This design comes from an exercise in tuning for small area and a short achievable clock period on the open sky130 flow, not from production work.
Function was not checked in any run shown here: the RTL went through the layout flow alone.

==> flow/design.v (outline; a module is shown in full before it is edited, if it fits) <==
// module nn_mac_engine: 1025 lines
// module nn_fa: 10 lines
// module nn_ha: 9 lines
// module nn_hac: 9 lines
// module nn_fa1: 9 lines
// module nn_gate: 9 lines
// module nn_hcc: 9 lines
// module nn_hct: 9 lines
module nn_mac_engine #(
  parameter int unsigned DW      = 8,
  parameter int unsigned N_LANES = 4,
  parameter int unsigned ACC_W   = 24,
  parameter int unsigned LEN_W   = 8,
  parameter int unsigned SH_W    = 5
) (
  input  logic                    clk,
  input  logic                    rst,
  input  logic                    start,
  input  logic [LEN_W-1:0]        len,
  input  logic [SH_W-1:0]         shift,
  input  logic                    relu_en,
  input  logic [N_LANES*DW-1:0]   in_a,
  input  logic [N_LANES*DW-1:0]   in_b,
  input  logic                    in_valid,
  output logic                    in_ready,
  output logic [DW-1:0]           out_data,
  output logic                    out_valid,
  input  logic                    out_ready,
  output logic                    busy,
  output logic                    done
);
  // ...
==> flow/flow/run.sh <==
#!/bin/bash
# Layout flow: the standard layout (standard.sh, unchanged synthesis), except that the
# buffers ORFS puts on the ports are the smallest plain buffer, buf_1, instead of the default
# delay-style buffer; the resizer may still size them up where timing needs it.
set -euo pipefail
bash standard.sh BUFFER_PORTS_ARGS="-buffer_cell sky130_fd_sc_hd__buf_1" finish > standard.log 2>&1
==> flow/standard.sh <==
#!/bin/bash
# synth_recipe.tcl (not shown) runs the flow's synth.tcl, then flattens the netlist and writes it again
# the make line also repeats each setting of config.mk as NAME=value (left out here)
make -C /OpenROAD-flow-scripts/flow DESIGN_CONFIG=/design/flow/config.mk WORK_HOME=/design/flow/orfs CLKGATE_MAP_FILE= SYNTH_SCRIPT=/design/flow/synth_recipe.tcl "${@:-finish}"
==> flow/config.mk <==
export PLATFORM = sky130hd
export DESIGN_NAME = nn_mac_engine
export DESIGN_NICKNAME = nn_mac_engine
export VERILOG_FILES = /design/flow/design.v
export SDC_FILE = /design/flow/constraint.sdc
export NUM_CORES = 4
export LEC_CHECK = 0
export ABC_CLOCK_PERIOD_IN_PS = 3500
export CAP_MARGIN = 20
export CORE_MARGIN = 2
export CORE_UTILIZATION = 40
export PLACE_DENSITY = 0.6
export SETUP_SLACK_MARGIN = 3.8
export SLEW_MARGIN = 20
export SYNTH_HIERARCHICAL = 1
==> flow/constraint.sdc <==
create_clock -name core_clock -period 7.5 [get_ports {clk}]
set_input_delay 1.5000 -clock core_clock [delete_from_list [all_inputs] [get_ports {clk}]]
set_output_delay 1.5000 -clock core_clock [all_outputs]
set_load 0.01 [all_outputs]
==> flow_summary.ini, run 1 <==
[setup_path]
critical_path_required_ns = 7.74
r2r-end = acc[22]
cp_num_buf_inv = 1
setup.worst_path.end = q51
arrival_ns = 4.22

[cts]
cts_resized = 115
cts_made_buffers = 9
cts_root_buf = clkbuf_16

[layout]
areaGrowthSynthToFinish_pct = 23.7
final_common_cell = fa_2
diodes = 0
utilization = 0.505
drive_above_1_share = 0.366

[global_route]
grtUsageMet3 = 0.0355
busiest_layer = met2
grt_pass1_wl_mm = 51.1

[place]
place_ws_ns = 2.86
port_buffers = 94

[synthesis]
synth-compound-area-share = 0.0797
synth-edff-count = 14
synth_xor_area_frac = 0.0170
yosys-top-cells-count = 238 x fa_1, 209 x and2_1, 93 x dfxtp_1, 81 x nand2_1, 57 x a21oi_1
yosysUniqueCellTypes = 61
syn-num-nets = 1438

[detailed_routing]
ant_nets = 0
route.detailed.drc = 0

[timing]
timing.final.max_slew_violations = 0
setup-tns-final_ns = 0
post-route-period-util = 0.531
timing.fmax_mhz = 251

[status]
status = timing/DRC/antenna clean
==> run 2, diff against run 1 <==
--- a/flow/design.v
+++ b/flow/design.v
@@ -16,17 +16,18 @@
   input  logic                    in_valid,
   output logic                    in_ready,
   output logic [DW-1:0]           out_data,
   output logic                    out_valid,
   input  logic                    out_ready,
   output logic                    busy,
   output logic                    done
 );
-  localparam int unsigned SUM_W = 26;
+  localparam int unsigned SUM_W = 25;
+  localparam int unsigned NOV   = SUM_W - 8;
   logic             agg;
   logic             beat;
   logic             last;
   logic [LEN_W-1:0] cnt;
   logic [SH_W-1:0]  sh;
   logic             relu;
   logic signed [SUM_W-1:0] acc;
   logic [SUM_W-1:0] acc_fb;
@@ -837,17 +838,16 @@
   nn_fa1 u_ys511 (.a(acc_fb[17]), .b(yc508), .s(ys511), .co(yc512));
   wire yi513 = ~acc_fb[18];
   wire yi514 = ~acc_fb[19];
   wire yi515 = ~acc_fb[20];
   wire yi516 = ~acc_fb[21];
   wire yi517 = ~acc_fb[22];
   wire yi518 = ~acc_fb[23];
   wire yi519 = ~acc_fb[24];
-  wire yi520 = ~acc_fb[25];
   logic q0;
   logic q1;
   logic q2;
   logic q3;
   logic q4;
   logic q5;
   logic q6;
   logic q7;
@@ -975,33 +975,33 @@
       q61 <= xc382;
       q62 <= xc384;
       q63 <= xs391;
       q64 <= xc392;
       q65 <= xs393;
       q66 <= xc394;
   end
   assign acc_fb = acc;
-  assign row_a = {acc_fb[24], acc_fb[23], acc_fb[22], acc_fb[21], acc_fb[20], acc_fb[19], acc_fb[18], yi513, ys511, ys509, ys505, ys499, yc484, yc474, ys471, yc450, yc440, yc430, ys427, yc412, ys409, ys403, yc400, yc398, yc396, acc_fb[0]};
-  assign row_b = {yi520, yi519, yi518, yi517, yi516, yi515, yi514, yc512, yc510, yc506, yc500, yc492, ys491, ys483, ys473, ys461, ys449, ys439, ys429, ys419, ys411, ys405, ys401, ys399, ys397, ys395};
+  assign row_a = {acc_fb[23], acc_fb[22], acc_fb[21], acc_fb[20], acc_fb[19], acc_fb[18], yi513, ys511, ys509, ys505, ys499, yc484, yc474, ys471, yc450, yc440, yc430, ys427, yc412, ys409, ys403, yc400, yc398, yc396, acc_fb[0]};
+  assign row_b = {yi519, yi518, yi517, yi516, yi515, yi514, yc512, yc510, yc506, yc500, yc492, ys491, ys483, ys473, ys461, ys449, ys439, ys429, ys419, ys411, ys405, ys401, ys399, ys397, ys395};
   always_ff @(posedge clk) begin
     acc <= busy ? (row_a + row_b) : '0;
   end
   logic             sgn;
   logic             ovf;
-  logic [17:0]      dif;           
-  logic [17:0]      thr;           
+  logic [NOV-1:0]   dif;           
+  logic [NOV-1:0]   thr;           
   logic [3:0]       sh_hi, sh_md;  
   logic [37:0]      ext;           
   logic [13:0]      sel_hi;        
   logic [7:0]       sel_md;        
   logic [6:0]       low;           
   always_comb begin
     sgn = acc[SUM_W-1];
-    for (int k = 0; k < 18; k++) begin
+    for (int k = 0; k < NOV; k++) begin
       dif[k] = acc[k + 7] ^ sgn;
       thr[k] = (sh <= SH_W'(k));
     end
     ovf = |(dif & thr);
     for (int m = 0; m < 4; m++) begin
       sh_hi[m] = (sh[4:3] == 2'(m));
       sh_md[m] = (sh[2:1] == 2'(m));
     end
==> flow/config.mk (replaced) <==
export PLATFORM = sky130hd
export DESIGN_NAME = nn_mac_engine
export DESIGN_NICKNAME = nn_mac_engine
export VERILOG_FILES = /design/flow/design.v
export SDC_FILE = /design/flow/constraint.sdc
export NUM_CORES = 4
export LEC_CHECK = 0
export ABC_CLOCK_PERIOD_IN_PS = 4000
export CAP_MARGIN = 20
export CORE_MARGIN = 2
export CORE_UTILIZATION = 40
export PLACE_DENSITY = 0.6
export SETUP_SLACK_MARGIN = 3.5
export SLEW_MARGIN = 20
export SYNTH_HIERARCHICAL = 1
==> run 2 against run 1 <==
First-iteration DRC count up 19%; area after synthesis up 0.98%; critical path type is now flop to primary output; synthesized cell count rose by 3.0%; largest cell class unchanged; highest routed layer unchanged; core utilization is 4.0 points lower; still clean on timing, DRC and antenna; design area shrank 6.1%; critical endpoint is now out_data[5]; via count rose by 1.1%; cell count grew 0.38%; clock-buffer cell count rose by 1; global-route usage grew 0.20 points.
==> flow_summary.ini, run 2 <==
[detailed_routing]
wirelength_mm = 33.6
drt_iter0_drc = 720
vias = 8532
ant_nets = 0
wl_per_cell_um = 21.0
route.detailed.drc = 0
first_pass_iters = 5
via_per_inst = 5.32

[run]
drv_cap = 0

[synthesis]
synth_area_leaders = fa_1 40%, dfxtp_1 15%, and2_1 11%
synthFlopType = dfxtp_1
synth.ff_latch_count = 109
synth_warnings = 7
synth.most_common_cell = fa_1
netlist.area_leader.share = 0.399
synthCells = 1103
syn-num-nets = 1469
yosys-top-cells-count = 238 x fa_1, 206 x and2_1, 96 x nand2_1, 92 x dfxtp_1, 52 x a21oi_1
synth.cell_area_um2 = 11900
syn_area_per_cell_um2 = 10.8
yosysTopAreaCell = fa_1
yosysUniqueCellTypes = 64
async_reset_ff_frac = 0.0275
synth-edff-count = 14
yosysSeqAreaShare = 0.196

[place]
hpwl_mm = 27.2
placed_area_um2 = 12900
gp_congestion = 0.924
port_buffers = 94

[layout]
finalNetCount = 1573
layout_common_cells = 191 x and2_1, 163 x fa_1, 93 x nand2_1
regMostFlops = acc
reg_top3 = acc: 25 flops, cnt: 8 flops, sh: 5 flops
final_common_cell = and2_1
stdcell_area_um2 = 13700
areaGrowthSynthToFinish_pct = 15.0
drive_above_1_share = 0.195
largest_register_ff_count = 25

[setup_path]
timing.setup.critical_path_class = flop to primary output
arrival_ns = 2.59
cpPeakStageDelay_ns = 0.52
path_cells = buf_12 -> or2_4 -> o221a_4 -> a311o_1 -> o41a_1 -> a21oi_1 -> buf_2
slowest_stage = o41a_1
startpoint_type = flop
critical_path_required_ns = 6.00
crit_path_end_kind = primary output
worstPathMaxFanout = 7

[cts]
cts_made_buffers = 9
cts_max_level = 3
cts.reportedPaths.clkPinSlew_ns = 0.06
cts_max_path_buffers = 2
cts_sinks = 109
hold_buffers = 0
worstSkewPairLatency_ns = 0.35
cts_tree = done
cts_root_buf = clkbuf_16

[timing]
final_hold_viol_count = 0
setup-tns-final_ns = 0
timing.final.max_slew_violations = 0
setup_viol = 0
fin_skew_ns = 0.0130
post-route-period-util = 0.545
timing.fmax_mhz = 245
slew_headroom = 0.392
rsz0062_at_grt = yes
worst_slew_pin_slew_ns = 0.910
period_needed_ns = 4.09

[global_route]
antenna_found_initial = 1
overflow = 0
grt_pass1_wl_mm = 52.2
grt_pass1_vias = 9081
track_usage = 0.222
grt_max_degree = 37

[floorplan]
die_x_um = 177
rows = 63
io_pins = 95
die_h_um = 177
start_util = 0.405
design.die.area_um2 = 31200
core_area_um2 = 29500

[hold_path]
hold_path.class = flop to flop

[status]
status = timing/DRC/antenna clean
## run 2: cell types whose count changed after synthesis, sizes merged, moves of 4 or more
| cell | delta |
|---|---|
| a21boi | -6 |
| mux2i | +9 |
| a21oi | -6 |
| nor2 | +4 |
| mux4 | -4 |
| nand2 | +15 |
| nand4 | +6 |
| a2111oi | +4 |
| nor3 | +4 |
| buf | +5 |
## run 2: worst max-delay path: cells and delay by family (launching register included)
kind	cells	cell delay (ns)
compound gates	4	1.36
buf+inv	2	0.29
flops	1	0.37
simple gates	1	0.23
## run 2: logic make-up (layout without fill, tap and decap cells)
| kind of cell | count (synthesis) | in the layout | synth area share |
|---|---|---|---|
| AOI/OAI and AO/OA | 147 | 147 | 0.0796 |
| xor gates and xnor gates | 20 | 20 | 0.0147 |
| adders and majority gates | 283 | 283 | 0.446 |
| buffers and inverters | 66 | 171 | 0.0239 |
| DFF | 109 | 109 | 0.196 |
| muxes | 33 | 33 | 0.0338 |
| other | 0 | 1 | 0 |
| and+or+nand+nor | 445 | 449 | 0.206 |
## run 2: metal layers
metal	GRT usage	part of all wire	up-vias
met4	0.0513	0.017	0
met1	0.305	0.45	4327
met5	0	0	-
li1	-	-	3867
met3	0.0397	0.066	32
met2	0.368	0.47	306
## run 2: layout make-up
cell class                 instances  area, µm²
clock buffer                      11        264
fill                            2786      15800
inverter                          29        109
antenna                            1       2.50
multi-input combinational        932       9800
timing repair buffer             126        658
sequential                       109       2340
tap                              390        488
clock inverter                     5       61.3
## run 2: repair_timing
| item | 4_1_cts | 5_1_grt |
|---|---|---|
| endpoints found under the setup margin | 52 | 23 |
| setup buffers | 24 | 5 |
| pin swaps | 8 | 20 |
| gates resized for setup | 37 | 40 |
| cloned | 5 | 0 |
| hold endpoints to repair | 0 | 0 |
## run 2: metrics by stage
step	hold slack [ns]	std cells	setup slack (ns)	util
floorplan	0.553	1103	3.35	-
detailed placement	0.564	1552	2.91	0.436
finish	0.562	1603	3.41	0.466
CTS	0.581	1597	3.39	0.459
global placement	0.526	1552	2.93	0.436
global route	0.615	1602	3.34	0.466
## run 2: path summary, 6_finish.rpt
kind	start	to	slack [ns]	cells after the start
worst max-delay path	acc[24]	out_data[5]	3.41	7
worst min-delay path	out_valid	out_valid	0.56	2
worst max register to register	q42	acc[24]	3.58	12
worst min register to register	out_valid	out_valid	0.56	2
max in group asynchronous	rst	out_valid	6.40	1
min in group asynchronous	rst	in_ready	0.94	1
## run 2: Yosys stat by module, one instance, submodules excluded, excerpt
module | flops+latches | copies in the design
nn_ha | 0 | 17
nn_mac_engine | 109 | 1
nn_fa1 | 0 | 2
nn_fa | 0 | 237
==> run 3, diff against run 2 <==
--- a/flow/config.mk
+++ b/flow/config.mk
@@ -6,10 +6,10 @@
 export NUM_CORES = 4
 export LEC_CHECK = 0
-export ABC_CLOCK_PERIOD_IN_PS = 4000
+export ABC_CLOCK_PERIOD_IN_PS = 4500
 export CAP_MARGIN = 20
 export CORE_MARGIN = 2
 export CORE_UTILIZATION = 40
 export PLACE_DENSITY = 0.6
-export SETUP_SLACK_MARGIN = 3.5
+export SETUP_SLACK_MARGIN = 3.0
 export SLEW_MARGIN = 20
 export SYNTH_HIERARCHICAL = 1
==> run 3 against run 2 <==
Still clean on timing, DRC and antenna; critical path depth up 2; flip-flop and latch count unchanged; design area down 4.8%; clock skew down 0.0016 ns; cell count down 1.2%; critical path type is now input port to flop; clock-buffer cell count down 2; synthesized cell count unchanged; highest routed layer unchanged; global-route usage down 0.76 points; routed wire length down 3.2%; fmax down 5.5%; largest cell class unchanged.
==> flow_summary.ini, run 3 <==
[cts]
cts_made_buffers = 9
cts_root_buf = clkbuf_16
cts.reportedPaths.clkPinSlew_ns = 0.07
cts_max_path_buffers = 2
cts_tree = done
worstSkewPairLatency_ns = 0.36
cts_sinks = 109
hold_buffers = 0
cts_max_level = 3

[synthesis]
synth.cell_area_um2 = 11900
synth_area_leaders = fa_1 40%, dfxtp_1 15%, and2_1 11%
syn-num-nets = 1469
yosysSeqAreaShare = 0.196
yosysUniqueCellTypes = 64
synth-edff-count = 14
synthCells = 1103
synth.most_common_cell = fa_1
async_reset_ff_frac = 0.0275
synthFlopType = dfxtp_1
syn_area_per_cell_um2 = 10.8
netlist.area_leader.share = 0.399
synth.ff_latch_count = 109
yosysTopAreaCell = fa_1
synth_warnings = 7
yosys-top-cells-count = 238 x fa_1, 206 x and2_1, 96 x nand2_1, 92 x dfxtp_1, 52 x a21oi_1

[detailed_routing]
route.detailed.drc = 0
drt_iter0_drc = 570
vias = 8452
detailroute.wirelength.met2_mm = 15.1
routedLengthMet1_mm = 14.8
route.met3.wl_mm = 1.64
wl_per_cell_um = 20.5
wirelength_mm = 32.6
highest_layer = met4
ant_nets = 0
first_pass_iters = 7
via_per_inst = 5.34

[layout]
largest_register_ff_count = 25
final_common_cell = fa_1
layout_common_cells = 238 x fa_1, 205 x and2_1, 96 x nand2_1
drive_above_1_share = 0.0737
diodes = 0
nFillCells = 2851
areaGrowthSynthToFinish_pct = 9.48
regMostFlops = acc
finalNetCount = 1555
reg_top3 = acc: 25 flops, cnt: 8 flops, sh: 5 flops

[global_route]
grt_pass1_vias = 8906
antenna_found_initial = 0
overflow = 0
grt_pass1_wl_mm = 50.6
track_usage = 0.215
grt_max_degree = 37

[timing]
timing.fmax_mhz = 231
worst_hold_slack_ns = 0.561
worst_slew_pin_slew_ns = 0.970
setup_viol = 0
setup-tns-final_ns = 0
final_hold_viol_count = 0
timing.final.max_slew_violations = 0
fin_skew_ns = 0.0114
post-route-period-util = 0.577
period_needed_ns = 4.33
slew_headroom = 0.352
rsz0062_at_grt = no

[hold_path]
hold_path.class = flop to flop

[setup_path]
startpoint_type = input port
crit_path_end_kind = flop
timing.setup.critical_path_class = input port to flop
arrival_ns = 4.57
worstPathMaxFanout = 33
critical_path_required_ns = 7.75

[floorplan]
start_util = 0.405
io_pins = 95
die_x_um = 177
rows = 63
core_area_um2 = 29500
design.die.area_um2 = 31200
die_h_um = 177

[place]
hpwl_mm = 27.6
port_buffers = 94
gp_congestion = 0.992

[status]
status = timing/DRC/antenna clean

[run]
drv_cap = 0
==> run 3: cell counts after synthesis <==
Identical to the previous run, type by type.
==> run 3: worst paths after layout <==
path,from,to,slack [ns],cells past startpoint
min reg2reg,out_valid,out_valid,0.56,2
min,out_valid,out_valid,0.56,2
max in group asynchronous,rst,out_valid,6.41,1
max reg2reg,q42,acc[24],3.25,12
max,in_valid,q45,3.17,9
min in group asynchronous,rst,in_ready,0.93,1
==> run 3: per-module statistics from Yosys, one instance, submodules excluded, a selection <==
module	times used	flip-flops and latches	cells inside
nn_fa	237	0	1
nn_ha	17	0	1
nn_mac_engine	1	109	804
nn_fa1	2	0	5
==> run 3: worst max-delay path, cell delays in order <==
cell    delay, ns
buf_1        0.10
and2_4       0.35
and2_2       0.27
and2_1       0.16
fa_1         0.45
fa_1         0.50
fa_1         0.48
fa_1         0.44
ha_1         0.28
==> run 3: repair_timing <==
action | in CTS | in global routing
resized for setup | 1 | 1
setup endpoints to repair | 49 | 12
buffers inserted | 1 | 15
endpoints found under the hold margin | 0 | 0
==> run 3: cell type report <==
class | instances | area [µm²] | share of cell area
Clock buffer | 9 | 225 | 0.0172
Clock inverter | 7 | 92.6 | 0.00708
Inverter | 29 | 109 | 0.00833
Multi-Input combinational cell | 928 | 9320 | 0.713
Sequential cell | 109 | 2340 | 0.179
Tap cell | 390 | 488 | 0.0373
Timing Repair Buffer | 112 | 500 | 0.0383
==> run 3: cells by family (layout without fill, tap and decap cells) <==
| family | Yosys count | in the layout | share of synthesized area |
|---|---|---|---|
| buf+inv | 66 | 157 | 0.0239 |
| xor+xnor | 20 | 20 | 0.0147 |
| simple gates | 445 | 445 | 0.206 |
| compound gates | 147 | 147 | 0.0796 |
| flops | 109 | 109 | 0.196 |
| fa+ha+maj | 283 | 283 | 0.446 |
| mux | 33 | 33 | 0.0338 |
==> run 3: stage by stage <==
step,worst slack [ns],instance area (µm²),cells,utilization
6_report,3.17,13100,1584,0.443
3_3_place_gp,2.34,12600,1552,0.428
3_5_place_dp,2.26,12600,1552,0.428
4_1_cts,3.01,12900,1569,0.439
5_1_grt,3.02,13100,1584,0.443
2_1_floorplan,3.07,11900,1103,-
==> run 3: layer usage <==
layer  track usage  vias up
met3        0.0281       47
li1              -     3818
met1         0.297     4302
met4        0.0730        0
met5             0        -
met2         0.349      285

afterwards: timing with drivers on the ports:
How much do the figures lean on ideal ports? The routed layouts below were timed once more, with nothing changed but the port constraints. Step 1 sets driving cells, clkbuf_16 on the clock port and buf_2 on the other inputs (assumed; they add their load-dependent delay and slew). Step 2 adds t to the input delays and takes it off the output delays; t is the mean of the earliest and latest rising clock arrival at the registers after step 1. Input paths then give back, and output paths get back, about the clock's delay inside the block. Three values: no drivers, after step 1, after step 2; two values: the first two.
run | t (ns) | slack for setup (ns) | worst setup path at the end
run 1 | 0.400 | 3.518 / 3.472 / 3.112 | input to register
run 2 | 0.395 | 3.413 / 3.367 / 3.147 | input to register
run 3 | 0.403 | 3.174 / 3.196 / 2.792 | input to register
After both steps setup and hold are still met in every run listed. For run 1, which loses most, drivers alone change the setup slack by -0.046 ns; drivers and shift together by -0.406 ns.
